Background: an optimization exercise with open tools, aiming at small area. Do not read the settings as production practice. In this exercise RTL edits were held to simulation tests only and were not proved equivalent to the original. Power figures rest on the tool's default switching activity, not on a simulated workload.

before:
Design dma_rd_top, start of the top module:
module dma_rd_top (
  input  logic        clk,
  input  logic        rst_n,
  input  logic        init_i,
  input  logic        start_i,
  input  logic [10:0] cfg_len_dw_i,      
  input  logic [15:0] cfg_pkt_total_i,   
  input  logic        cfg_rcb_128_i,     
  input  logic        cfg_metering_i,    
  input  logic        cpl_valid_i,       
  input  logic [10:0] cpl_len_dw_i,      
  input  logic        cpl_poisoned_i,    
  output logic        req_o,
  output logic [15:0] req_cnt_o,
  output logic [31:0] cpl_dw_o,
  output logic [15:0] hwm_cnt_o,
  output logic        done_o,
  output logic        err_o
);
For scale: about 1100 cells after synthesis, roughly 110 I/O pins.
Settings: LEC_CHECK=0, CAP_MARGIN=20, CORE_MARGIN=2, CORE_UTILIZATION=40, CTS_BUF_LIST=sky130_fd_sc_hd__clkbuf_4 sky130_fd_sc_hd__clkbuf_8, GPL_TIMING_DRIVEN=0, SLEW_MARGIN=20, SYNTH_HIERARCHICAL=1; clock period 7.2 ns.
standard.sh (not shown) runs the stock make flow with config.mk's settings and CLKGATE_MAP_FILE= SYNTH_SCRIPT=/design/flow/synth_recipe.tcl, a recipe that flattens the netlist after the stock synthesis.
==> flow/flow/run.sh <==
#!/bin/bash
# Standard layout, with two changes:
#  - synthesis maps with an area-oriented ABC script (three rounds of
#    choice computation and area-recovering mapping) instead of the
#    delay-oriented default; everything else in synthesis is the standard flow's own
#    script, so the registers and their names are the standard ones;
#  - the smallest buffer on each input and output port.
set -euo pipefail
here=$(pwd)
rm -rf "$here/scripts_abc"
cp -r "$FLOW_HOME/scripts" "$here/scripts_abc"
cp "$here/flow/abc_area3.script" "$here/scripts_abc/abc_speed.script"
export SCRIPTS_DIR="$here/scripts_abc"
export BUFFER_PORTS_ARGS="-buffer_cell sky130_fd_sc_hd__buf_1"
bash standard.sh > standard_flow.log 2>&1
==> flow/flow/abc_area3.script <==
&get -n
&st
&dch
&nf -R 1000 -p
&st
&dch
&nf -R 1000 -p
&st
&dch
&nf -R 1000 -p
&put
topo
stime -c
The following lists how after was set up differently from before:
--- a/flow/design.v
+++ b/flow/design.v
@@ -705,24 +705,24 @@
   csa_fa u_s435 (.a(c390), .b(s391), .c(s347), .s(s435), .co(c436));
   wire s437, c438;
   csa_fa u_s437 (.a(c392), .b(s393), .c(s351), .s(s437), .co(c438));
   wire s439, c440;
   csa_fa u_s439 (.a(c394), .b(s395), .c(s355), .s(s439), .co(c440));
   wire s441, c442;
   csa_fa u_s441 (.a(c396), .b(s397), .c(pp173), .s(s441), .co(c442));
   wire s443, c444;
   csa_fa u_s443 (.a(c398), .b(s399), .c(pp174), .s(s443), .co(c444));
   wire s445, c446;
   csa_fa u_s445 (.a(c400), .b(pp165), .c(pp175), .s(s445), .co(c446));
-  wire x447 = pp1 ^ 1'b1 ^ s[0];
-  wire y448 = (pp1 & 1'b1) | (s[0] & (pp1 ^ 1'b1));
+  wire x447, y448;
+  csa_fa u_x447 (.a(pp1), .b(1'b1), .c(s[0]), .s(x447), .co(y448));
   wire k449 = ~x447;
   wire x450, y451;
   csa_fa u_x450 (.a(pp2), .b(pp12), .c(s[1]), .s(x450), .co(y451));
   wire k452 = x450 ^ y448;
   wire x453, y454;
   csa_fa u_x453 (.a(s401), .b(pp23), .c(s[2]), .s(x453), .co(y454));
   wire k455 = x453 ^ y451;
   wire x456, y457;
   csa_fa u_x456 (.a(c402), .b(s403), .c(s[3]), .s(x456), .co(y457));
   wire k458 = x456 ^ y454;
   wire x459, y460;
@@ -783,39 +783,39 @@
   csa_fa u_x513 (.a(c440), .b(s441), .c(s[22]), .s(x513), .co(y514));
   wire k515 = x513 ^ y511;
   wire x516, y517;
   csa_fa u_x516 (.a(c442), .b(s443), .c(s[23]), .s(x516), .co(y517));
   wire k518 = x516 ^ y514;
   wire x519, y520;
   csa_fa u_x519 (.a(c444), .b(s445), .c(s[24]), .s(x519), .co(y520));
   wire k521 = x519 ^ y517;
   wire x522, y523;
   csa_fa u_x522 (.a(c446), .b(pp176), .c(s[25]), .s(x522), .co(y523));
   wire k524 = x522 ^ y520;
-  wire x525 = 1'b1 ^ 1'b1 ^ s[26];
-  wire y526 = (1'b1 & 1'b1) | (s[26] & (1'b1 ^ 1'b1));
+  wire x525, y526;
+  csa_fa u_x525 (.a(1'b1), .b(1'b1), .c(s[26]), .s(x525), .co(y526));
   wire k527 = x525 ^ y523;
-  wire x528 = 1'b1 ^ 1'b1 ^ s[27];
-  wire y529 = (1'b1 & 1'b1) | (s[27] & (1'b1 ^ 1'b1));
+  wire x528, y529;
+  csa_fa u_x528 (.a(1'b1), .b(1'b1), .c(s[27]), .s(x528), .co(y529));
   wire k530 = x528 ^ y526;
-  wire x531 = 1'b1 ^ 1'b1 ^ s[28];
-  wire y532 = (1'b1 & 1'b1) | (s[28] & (1'b1 ^ 1'b1));
+  wire x531, y532;
+  csa_fa u_x531 (.a(1'b1), .b(1'b1), .c(s[28]), .s(x531), .co(y532));
   wire k533 = x531 ^ y529;
-  wire x534 = 1'b1 ^ 1'b1 ^ s[29];
-  wire y535 = (1'b1 & 1'b1) | (s[29] & (1'b1 ^ 1'b1));
+  wire x534, y535;
+  csa_fa u_x534 (.a(1'b1), .b(1'b1), .c(s[29]), .s(x534), .co(y535));
   wire k536 = x534 ^ y532;
-  wire x537 = 1'b1 ^ 1'b1 ^ s[30];
-  wire y538 = (1'b1 & 1'b1) | (s[30] & (1'b1 ^ 1'b1));
+  wire x537, y538;
+  csa_fa u_x537 (.a(1'b1), .b(1'b1), .c(s[30]), .s(x537), .co(y538));
   wire k539 = x537 ^ y535;
-  wire x540 = 1'b1 ^ 1'b1 ^ s[31];
-  wire y541 = (1'b1 & 1'b1) | (s[31] & (1'b1 ^ 1'b1));
+  wire x540, y541;
+  csa_fa u_x540 (.a(1'b1), .b(1'b1), .c(s[31]), .s(x540), .co(y541));
   wire k542 = x540 ^ y538;
   assign eq = k449 & k452 & k455 & k458 & k461 & k464 & k467 & k470 & k473 & k476 & k479 & k482 & k485 & k488 & k491 & k494 & k497 & k500 & k503 & k506 & k509 & k512 & k515 & k518 & k521 & k524 & k527 & k530 & k533 & k536 & k539 & k542;
 endmodule
 module csa_fa (input a, input b, input c, output s, output co);
   assign s  = a ^ b ^ c;
   assign co = (a & b) | (c & (a ^ b));
 endmodule
 module dma_rd_top (
   input  logic        clk,
   input  logic        rst_n,
   input  logic        init_i,
[summary]
Compared after against before; total power within noise.
after ends up with higher final net count than before does.
Die area in after is 1.7% above before.
For clock-pin transition on the worst setup and hold timing paths, after and before come out practically identical.
Post-route fraction of the period consumed by the critical path, before and after: higher on after
after has final design utilization below what before had.
Worst path setup slack after routing (higher): before
before and after ended up with nearly the same first-pass GRT wire length.

afterwards: timing with drivers on the ports:
In the flow no input, the clock included, has a driving cell. The finished layouts below were timed again as built, in two steps. Step 1, drivers: a clkbuf_16 drives clk and a buf_2 each remaining input, both assumed. Step 2 moves the port delays by t, midway between the first and last clock arrival at a register: inputs arrive t later, outputs are due t later. That takes back most of the time a late clock gives input paths. Slacks: ideal ports / drivers / drivers and shift; pairs: ideal ports / drivers.
run | shift t [ns] | setup slack, ns | worst setup path after step 2 | latest minus earliest clock arrival (ns)
before | 0.421 | 0.501 / 0.520 / 0.099 | input to register | 0.017 / 0.017
after | 0.418 | 0.267 / 0.285 / -0.133 | input to register | 0.013 / 0.013
Met with ideal ports but missed after step 2: setup timing in after. The setup slack of before, which loses most, moves by +0.019 ns with the drivers and by -0.402 ns with both steps.
